Source: an optimization exercise on an open RTL-to-GDS flow (aim: small area). Production flows keep margins and buffers that such runs may drop. The RTL was checked by simulation tests, not by an equivalence proof against the original design.

== run A ==
==> flow/design.v (excerpt) <==
module sprite_compositor #(
  parameter int unsigned         NUM_OBJ  = 4,
  parameter int unsigned         COORD_W  = 10,
  parameter int unsigned         COLOR_W  = 24,
  parameter logic [COLOR_W-1:0]  BG_COLOR = '0
) (
  input  logic                         clk_i,
  input  logic                         reset_i,
  input  logic [COORD_W-1:0]           pixel_x_i,
  input  logic [COORD_W-1:0]           pixel_y_i,
  input  logic                         display_enable_i,
  input  logic                         frame_start_i,
  input  logic                         color_mode_i,
  input  logic [NUM_OBJ*COORD_W-1:0]   obj_x_i,
  input  logic [NUM_OBJ*COORD_W-1:0]   obj_y_i,
  input  logic [NUM_OBJ*COORD_W-1:0]   obj_w_i,
  input  logic [NUM_OBJ*COORD_W-1:0]   obj_h_i,
  input  logic [NUM_OBJ-1:0]           obj_circle_i,
  input  logic [NUM_OBJ*COLOR_W-1:0]   obj_color_i,
  input  logic [NUM_OBJ-1:0]           obj_en_i,
  output logic [COLOR_W-1:0]           rgb_o,
  output logic                         rgb_valid_o,
  output logic [NUM_OBJ-1:0]           hit_o,
  output logic [NUM_OBJ-1:0]           overlap_flags_o
);
Size: roughly 2,900 cells after synthesis, about 320 I/O pins, about 0.033 mm2 of cells after synthesis.
Settings: LEC_CHECK=0, CAP_MARGIN=20, CORE_MARGIN=2, CORE_UTILIZATION=65, CTS_CLUSTER_DIAMETER=80, CTS_CLUSTER_SIZE=30, GPL_TIMING_DRIVEN=0, PLACE_DENSITY=0.75, SETUP_SLACK_MARGIN=0.1, SLEW_MARGIN=20, SYNTH_HIERARCHICAL=1, SYNTH_MINIMUM_KEEP_SIZE=0; clock period 9.0 ns.
standard.sh (not shown) runs the stock make flow with config.mk's settings and CLKGATE_MAP_FILE= SYNTH_SCRIPT=/design/flow/synth_recipe.tcl, a recipe that flattens the netlist after the stock synthesis.
==> flow/flow/run.sh <==
#!/bin/bash
# The standard layout, with plain buf_1 cells as the port buffers
# (instead of the default choice, clkdlybuf4s50_1).
set -euo pipefail
export BUFFER_PORTS_ARGS="-buffer_cell sky130_fd_sc_hd__buf_1"
bash standard.sh > standard.log 2>&1
Run A: done, clean on timing, DRC and antenna
--- input diff run A..run B ---
- swapping 80 for 100 in CTS_CLUSTER_DIAMETER
- swapping 65 for 75 in CORE_UTILIZATION
- swapping 0.75 for 0.82 in PLACE_DENSITY
- swapping 30 for 24 in CTS_CLUSTER_SIZE
==> results.txt <==
Standard-cell row count was lower in run B than in run A. Changes observed in run B relative to run A: utilization went up, antenna cell count went up, setup slack of the critical path after layout went down. Share of cells above drive strength 1 for run B: 0.36 points up relative to run A. The met1 routing resource usage after global routing of run B exceeds that of run A by 6.9 points. Going from run A to run B, the die outline area was found to have gone down by about 13%. On count of flip-flops and latches, run B tracks run A almost exactly.
Input-level comparison between run C and run B:
- CTS_CLUSTER_DIAMETER: 100 -> unset
- PLACE_DENSITY: 0.82 -> 0.75
- CORE_UTILIZATION: 75 -> 65
- CTS_CLUSTER_SIZE: 24 -> unset
[summary]
Run C: full flow OK, the timing, DRC and antenna checks passed
Number of global-route vias before repair | run C below run B
Run C against run B: met3 usage now sits lower, total length of routed wires fell 6000 um.
In run C, the growth of design area from synthesis to finish came out 2.1 points above the value in run B.
Per the comparison of run C with run B, share of async-settable or async-resettable flops after synthesis shows no meaningful change, fmax rose 1.9 MHz, final worst setup slack moved up.

job 4861:
Another version of the RTL of sprite_compositor (not shown whole).
Size in the first run: ~3,400 cells after synthesis, roughly 370 flip-flops, roughly 320 I/O pins, about 0.035 mm² of cells after synthesis.
Settings: LEC_CHECK=0, CAP_MARGIN=20, CORE_MARGIN=2, CORE_UTILIZATION=40, SLEW_MARGIN=20; clock period 9.0 ns.
run.sh (not shown) runs the stock make flow with config.mk's settings and CLKGATE_MAP_FILE= SYNTH_SCRIPT=/design/flow/synth_recipe.tcl, a recipe that flattens the netlist after the stock synthesis.
Stock flow here: none of the scripts above is used.
Input changes introduced in job 1081 (baseline for comparison: job 4861):
# job 4861
export LEC_CHECK = 0
export CAP_MARGIN = 20
export CORE_MARGIN = 2
export CORE_UTILIZATION = 40
export SLEW_MARGIN = 20
create_clock -name core_clock -period 9.0 [get_ports {clk_i}]
# job 1081
export LEC_CHECK = 0
export CAP_MARGIN = 20
export CORE_MARGIN = 2
export CORE_UTILIZATION = 65
export GPL_TIMING_DRIVEN = 0
export PLACE_DENSITY = 0.75
export SLEW_MARGIN = 20
create_clock -name core_clock -period 9.0 [get_ports {clk_i}]
--- outcome ---
The final reports for job 1081 and job 4861 show number of inserted diodes lower in the former.
[compare] base=job 4861 new=job 1081: area of the die has decreased; first-pass iteration count of the detailed router now sits higher; non-clock buffer count now smaller.
What job 292 does differently from job 1081 at the input level:
# job 1081
export LEC_CHECK = 0
export CAP_MARGIN = 20
export CORE_MARGIN = 2
export CORE_UTILIZATION = 65
export GPL_TIMING_DRIVEN = 0
export PLACE_DENSITY = 0.75
export SLEW_MARGIN = 20
create_clock -name core_clock -period 9.0 [get_ports {clk_i}]
# job 292
export LEC_CHECK = 0
export CAP_MARGIN = 20
export CORE_MARGIN = 2
export CORE_UTILIZATION = 40
export SLEW_MARGIN = 20
create_clock -name core_clock -period 9.0 [get_ports {clk_i}]
==> flow/flow/run.sh (new file) <==
#!/bin/bash
# Standard layout, unchanged.
set -e
bash standard.sh > standard.log 2>&1
==> flow/standard.sh (new file) <==
#!/bin/bash
# synth_recipe.tcl (not shown) runs the flow's synth.tcl, then flattens the netlist and writes it again
# the make line also repeats each setting of config.mk as NAME=value (left out here)
make -C /OpenROAD-flow-scripts/flow DESIGN_CONFIG=/design/flow/config.mk WORK_HOME=/design/flow/orfs CLKGATE_MAP_FILE= SYNTH_SCRIPT=/design/flow/synth_recipe.tcl "${@:-finish}"
removed: flow/run.sh
Findings:
Job 292 ran to completion and came out clean on the timing, DRC and antenna checks.
Job 1081 ran to completion and came out clean on the timing, DRC and antenna checks.
[compare] base=job 1081 new=job 292: area added between synthesis and finish rose 3.4 points, worst setup margin rose 0.021 ns, wire length of the first global-routing pass rose about 4.5%, maximum frequency about even.
Delta (job 292 minus job 1081): latest clock arrival within the worst-skew pair increased by 0.03 ns relative to the old numbers; overall track demand over capacity in global routing decreased by 12 points relative to the old numbers; number of buffers created by CTS increased by 2 relative to the old numbers; number of nets at the end of the flow increased by 201 relative to the old numbers.

-- afterwards: timing with drivers on the ports --
No port has a modelled driver above. Below, the same layouts with a new extraction and two added sets of constraints.
Step 1: set_driving_cell puts a clkbuf_16 on clk_i and a buf_2 on each other input, an assumption about the parent block.
Step 2 times the ports against the registers' clock, not the clock port: input delays grow and output delays shrink by t, the midpoint of the rising clock arrivals with the driver on.
Slacks: ideal / step 1 / step 2; pairs: ideal / step 1.
| run | t, ns | setup slack, ns | worst setup path at the end |
|---|---|---|---|
| run A | 0.637 | 0.332 / 0.369 / -0.268 | input to register |
| run B | 0.645 | 0.186 / 0.223 / -0.422 | input to register |
| run C | 0.653 | 0.333 / 0.374 / -0.279 | input to register |
| job 4861 | 0.640 | 0.170 / 0.203 / -0.437 | input to register |
| job 1081 | 0.623 | 0.149 / 0.187 / -0.436 | input to register |
| job 292 | 0.640 | 0.170 / 0.203 / -0.437 | input to register |
Met with ideal ports but missed after step 2: setup timing in every run listed. For run C, which loses most, drivers alone change the setup slack by +0.041 ns; drivers and shift together by -0.612 ns.
